Source: an optimization exercise on an open RTL-to-GDS flow (aim: small area). Production flows keep margins and buffers that such runs may drop. Only simulation tests tie the RTL to the original design; equivalence was not proved. Power figures rest on the tool's default switching activity, not on a simulated workload.

==> inputs of try-indigo <==
## tcpcRegisterFile
module tcpcRegisterFile
(
	input  logic        CLK,
	input  logic        reset,
	input  logic        req_i,
	input  logic        rnw_i,
	input  logic [7:0]  addr_i,
	input  logic [15:0] wrData_i,
	input  logic [15:0] vendorId_i,
	input  logic [15:0] productId_i,
	input  logic [15:0] deviceId_i,
	input  logic [7:0]  ccStatus_i,
	input  logic [7:0]  powerStatus_i,
	output logic        ack_o,
	output logic [15:0] rdData_o,
	output logic [7:0]  roleControl_o,
	output logic [7:0]  powerControl_o,
	output logic [7:0]  transmit_o
);
	logic wr, rd;
	assign wr = req_i & ~rnw_i;
	assign rd = req_i & rnw_i & ~reset;
	logic [15:0] lo;
	logic [7:0]  hi, wrHi, rdHi;
	assign lo   = 16'(1) << addr_i[3:0];
	assign hi   = addr_i[7] ? 8'h00 : (8'(1) << addr_i[6:4]);
	assign wrHi = hi & {8{wr}};
	logic [15:0] loW;
	logic [7:0]  hiW;
	assign loW = lo | {16{reset}};
	assign hiW = wrHi | {8{reset}};
	assign rdHi = hi & {8{rd}};
	logic [15:0] wd0, wd1;
	assign wd0 = wrData_i & {16{~reset}};
	assign wd1 = wrData_i | {16{reset}};
  ...
Settings: LEC_CHECK=0, CAP_MARGIN=20, CORE_MARGIN=2, CORE_UTILIZATION=70, SLEW_MARGIN=20, SYNTH_HIERARCHICAL=1, SYNTH_MINIMUM_KEEP_SIZE=0; clock period 5.0 ns.
standard.sh (not shown) runs the stock make flow with config.mk's settings and CLKGATE_MAP_FILE= SYNTH_SCRIPT=/design/flow/synth_recipe.tcl, a recipe that flattens the netlist after the stock synthesis.
==> flow/flow/run.sh <==
#!/bin/bash
# The standard layout (the standard.sh, unchanged synthesis) with two knobs:
# ports are buffered with the smallest buffer, and clock tree synthesis uses
# clkbuf_8 sink clusters without dummy loads. All output goes to flow.log here;
# ORFS keeps each step's own log under orfs/logs/.
set -euo pipefail
cd "$(dirname "$0")/.."
bash standard.sh \
	"BUFFER_PORTS_ARGS=-buffer_cell sky130_fd_sc_hd__buf_1" \
	"CTS_ARGS=-sink_clustering_enable -repair_clock_nets -dont_use_dummy_load -buf_list sky130_fd_sc_hd__clkbuf_8 -sink_clustering_size 16 -sink_clustering_max_diameter 60" \
	finish > flow.log 2>&1
==> try-delta (differences from try-indigo) <==
==> flow/flow/run.sh (replaced) <==
#!/bin/bash
# The standard layout (the standard.sh, unchanged synthesis) with three knobs:
# ports are buffered with the smallest buffer; global placement is not
# timing-driven and removes synthesis buffers first (flow/pre_gpl.tcl); clock
# tree synthesis uses clkbuf_8 sink clusters without dummy loads.
# All output goes to flow.log here; ORFS keeps each step's own log under orfs/logs/.
set -euo pipefail
cd "$(dirname "$0")/.."
bash standard.sh \
	"BUFFER_PORTS_ARGS=-buffer_cell sky130_fd_sc_hd__buf_1" \
	"PRE_GLOBAL_PLACE_TCL=$PWD/flow/pre_gpl.tcl" \
	"CTS_ARGS=-sink_clustering_enable -repair_clock_nets -dont_use_dummy_load -buf_list sky130_fd_sc_hd__clkbuf_8 -sink_clustering_size 16 -sink_clustering_max_diameter 60" \
	finish > flow.log 2>&1
==> flow/flow/pre_gpl.tcl (new file) <==
# Global placement runs without timing-driven mode here; drop synthesis's
# buffers first, as the timing-driven standard flow does, and let the
# post-placement repair add only the buffers the design rules call for.
remove_buffers
--- a/flow/config.mk
+++ b/flow/config.mk
@@ -10,2 +10,3 @@
 export CORE_UTILIZATION = 70
+export GPL_TIMING_DRIVEN = 0
 export SLEW_MARGIN = 20
==> try-cedar (differences from try-indigo) <==
--- a/flow/config.mk
+++ b/flow/config.mk
@@ -9,3 +9,4 @@
 export CORE_MARGIN = 2
-export CORE_UTILIZATION = 70
+export CORE_UTILIZATION = 60
+export PLACE_DENSITY = 0.8
 export SLEW_MARGIN = 20
==> try-yarrow (differences from try-indigo) <==
--- a/flow/config.mk
+++ b/flow/config.mk
@@ -7,6 +7,6 @@
 export LEC_CHECK = 0
-export CAP_MARGIN = 20
+export CAP_MARGIN = 10
 export CORE_MARGIN = 2
-export CORE_UTILIZATION = 70
-export SLEW_MARGIN = 20
+export CORE_UTILIZATION = 80
+export SLEW_MARGIN = 10
 export SYNTH_HIERARCHICAL = 1
==> results by group <==
Outcome
  • Outcome: finished clean

Power
  • Clock share of power: 25.5%

CTS
  • Clk Latency, worst-skew pair: ~0.56 ns

Die
  • CORE AREA: 21,620 um2
  • Site row count: 54

GRT
  • Largest net degree at the start of global routing: 81

Worst setup path
  • R2R cell count: 5

Min path
  • WHS Endpoint: txBuf19[3]

STA
  • Worst-margin pin slew: 1.304 ns
the above is filed under try-yarrow

==> results by group <==
Worst setup path
  • R2R cell count: 4

Min path
  • WHS Endpoint: vbusAlarmLo[12]

Drt
  • Initial DRC count: between 3,000 and 4,000

CTS
  • CTS tree: done
  • Clk Latency, worst-skew pair: 0.56 ns

GRT
  • Largest net degree at the start of global routing: 56

Power
  • Clock share of power: 25.6%

Die
  • CORE AREA: between 20,000 and 25,000 um2

Outcome
  • Outcome: finished clean
the above is filed under try-indigo

==> results by group <==
Die
  • Site row count: 57
  • CORE AREA: 24,390 um2

GRT
  • Largest net degree at the start of global routing: 46

STA
  • Worst-margin pin slew: 1.180 ns

Power
  • Clock share of power: between 20% and 30%

Outcome
  • Outcome: finished clean
the above is filed under try-delta

==> results by group <==
Min path
  • WHS Endpoint: vbusStopDisch[10]

CTS
  • Clk Latency, worst-skew pair: 0.58 ns

Die
  • CORE AREA: 28,630 um2

Outcome
  • Outcome: finished clean
the above is filed under try-cedar


---

==> try-fjord: inputs <==
Another version of the RTL of tcpcRegisterFile (not shown whole).
==> flow/config.mk <==
export PLATFORM = sky130hd
export DESIGN_NAME = tcpcRegisterFile
export DESIGN_NICKNAME = tcpcRegisterFile
export VERILOG_FILES = /design/flow/design.v
export SDC_FILE = /design/flow/constraint.sdc
export NUM_CORES = 4
export LEC_CHECK = 0
export CAP_MARGIN = 20
export CORE_MARGIN = 2
export CORE_UTILIZATION = 40
export SLEW_MARGIN = 20
export SYNTH_HIERARCHICAL = 1
export SYNTH_MINIMUM_KEEP_SIZE = 0
==> flow/constraint.sdc <==
create_clock -name core_clock -period 5.0 [get_ports {CLK}]
set_input_delay 1.0000 -clock core_clock [delete_from_list [all_inputs] [get_ports {CLK}]]
set_output_delay 1.0000 -clock core_clock [all_outputs]
set_load 0.01 [all_outputs]
run.sh (not shown) runs the stock make flow with config.mk's settings and CLKGATE_MAP_FILE= SYNTH_SCRIPT=/design/flow/synth_recipe.tcl, a recipe that flattens the netlist after the stock synthesis.
Stock flow here: none of the scripts above is used.
==> try-violet: changes against try-fjord <==
==> flow/flow/run.sh (new file) <==
#!/bin/bash
# The standard layout (the standard.sh, unchanged synthesis) with two knobs:
# ports are buffered with the smallest buffer, and clock tree synthesis uses
# clkbuf_8 sink clusters without dummy loads. All output goes to flow.log here;
# ORFS keeps each step's own log under orfs/logs/.
set -euo pipefail
cd "$(dirname "$0")/.."
bash standard.sh \
	"BUFFER_PORTS_ARGS=-buffer_cell sky130_fd_sc_hd__buf_1" \
	"CTS_ARGS=-sink_clustering_enable -repair_clock_nets -dont_use_dummy_load -buf_list sky130_fd_sc_hd__clkbuf_8 -sink_clustering_size 16 -sink_clustering_max_diameter 60" \
	finish > flow.log 2>&1
==> flow/standard.sh (new file) <==
#!/bin/bash
# synth_recipe.tcl (not shown) runs the flow's synth.tcl, then flattens the netlist and writes it again
# the make line also repeats each setting of config.mk as NAME=value (left out here)
make -C /OpenROAD-flow-scripts/flow DESIGN_CONFIG=/design/flow/config.mk WORK_HOME=/design/flow/orfs CLKGATE_MAP_FILE= SYNTH_SCRIPT=/design/flow/synth_recipe.tcl "${@:-finish}"
Settings changed: CORE_UTILIZATION 40 to 65.
removed: flow/run.sh
==> try-lagoon: changes against try-fjord <==
==> flow/flow/run.sh (new file) <==
#!/bin/bash
# The standard layout (the standard.sh, unchanged synthesis) with two knobs:
# ports are buffered with the smallest buffer, and clock tree synthesis uses
# clkbuf_8 sink clusters without dummy loads. All output goes to flow.log here;
# ORFS keeps each step's own log under orfs/logs/.
set -euo pipefail
cd "$(dirname "$0")/.."
bash standard.sh \
	"BUFFER_PORTS_ARGS=-buffer_cell sky130_fd_sc_hd__buf_1" \
	"CTS_ARGS=-sink_clustering_enable -repair_clock_nets -dont_use_dummy_load -buf_list sky130_fd_sc_hd__clkbuf_8 -sink_clustering_size 16 -sink_clustering_max_diameter 60" \
	finish > flow.log 2>&1
==> flow/standard.sh (new file) <==
#!/bin/bash
# synth_recipe.tcl (not shown) runs the flow's synth.tcl, then flattens the netlist and writes it again
# the make line also repeats each setting of config.mk as NAME=value (left out here)
make -C /OpenROAD-flow-scripts/flow DESIGN_CONFIG=/design/flow/config.mk WORK_HOME=/design/flow/orfs CLKGATE_MAP_FILE= SYNTH_SCRIPT=/design/flow/synth_recipe.tcl "${@:-finish}"
Settings changed: CORE_UTILIZATION 40 to 70, GPL_TIMING_DRIVEN from default to 0.
removed: flow/run.sh
==> comparison <==
In area after synthesis, try-fjord and try-lagoon do not differ.
Power, lowest first: try-violet, try-lagoon, try-fjord.
In sequential power, try-violet and try-lagoon hardly differ.
The highest routed wire length belongs to try-fjord, the lowest to try-lagoon.

-- re-timing with driven ports --
No port has a modelled driver above. Below, the same layouts with a new extraction and two added sets of constraints.
Step 1, drivers: a clkbuf_16 drives CLK and a buf_2 each remaining input, both assumed.
Step 2 moves the port delays by t, midway between the first and last clock arrival at a register: inputs arrive t later, outputs are due t later. That takes back most of the time a late clock gives input paths.
Three values: no drivers, after step 1, after step 2; two values: the first two.
run	shift t [ns]	setup slack, ns	latest minus earliest clock arrival (ns)	worst register clock-pin slew, ns	worst slew at a driven data input, ns
try-indigo	0.576	1.375 / 1.368 / 0.793	0.067 / 0.067	0.10 / 0.10	0.06
try-delta	0.590	0.570 / 0.595 / 0.005	0.060 / 0.060	0.10 / 0.10	0.07
try-cedar	0.592	1.366 / 1.339 / 0.747	0.072 / 0.072	0.11 / 0.11	0.12
try-yarrow	0.591	1.226 / 1.224 / 0.632	0.034 / 0.035	0.10 / 0.10	0.06
try-fjord	0.617	1.160 / 1.193 / 0.576	0.013 / 0.013	0.07 / 0.07	0.08
try-violet	0.603	1.249 / 1.242 / 0.639	0.049 / 0.049	0.11 / 0.11	0.08
try-lagoon	0.591	1.156 / 1.151 / 0.560	0.077 / 0.076	0.10 / 0.10	0.05
After both steps every run listed still meets setup and hold. The setup slack of try-cedar, which loses most, moves by -0.027 ns with the drivers and by -0.619 ns with both steps.
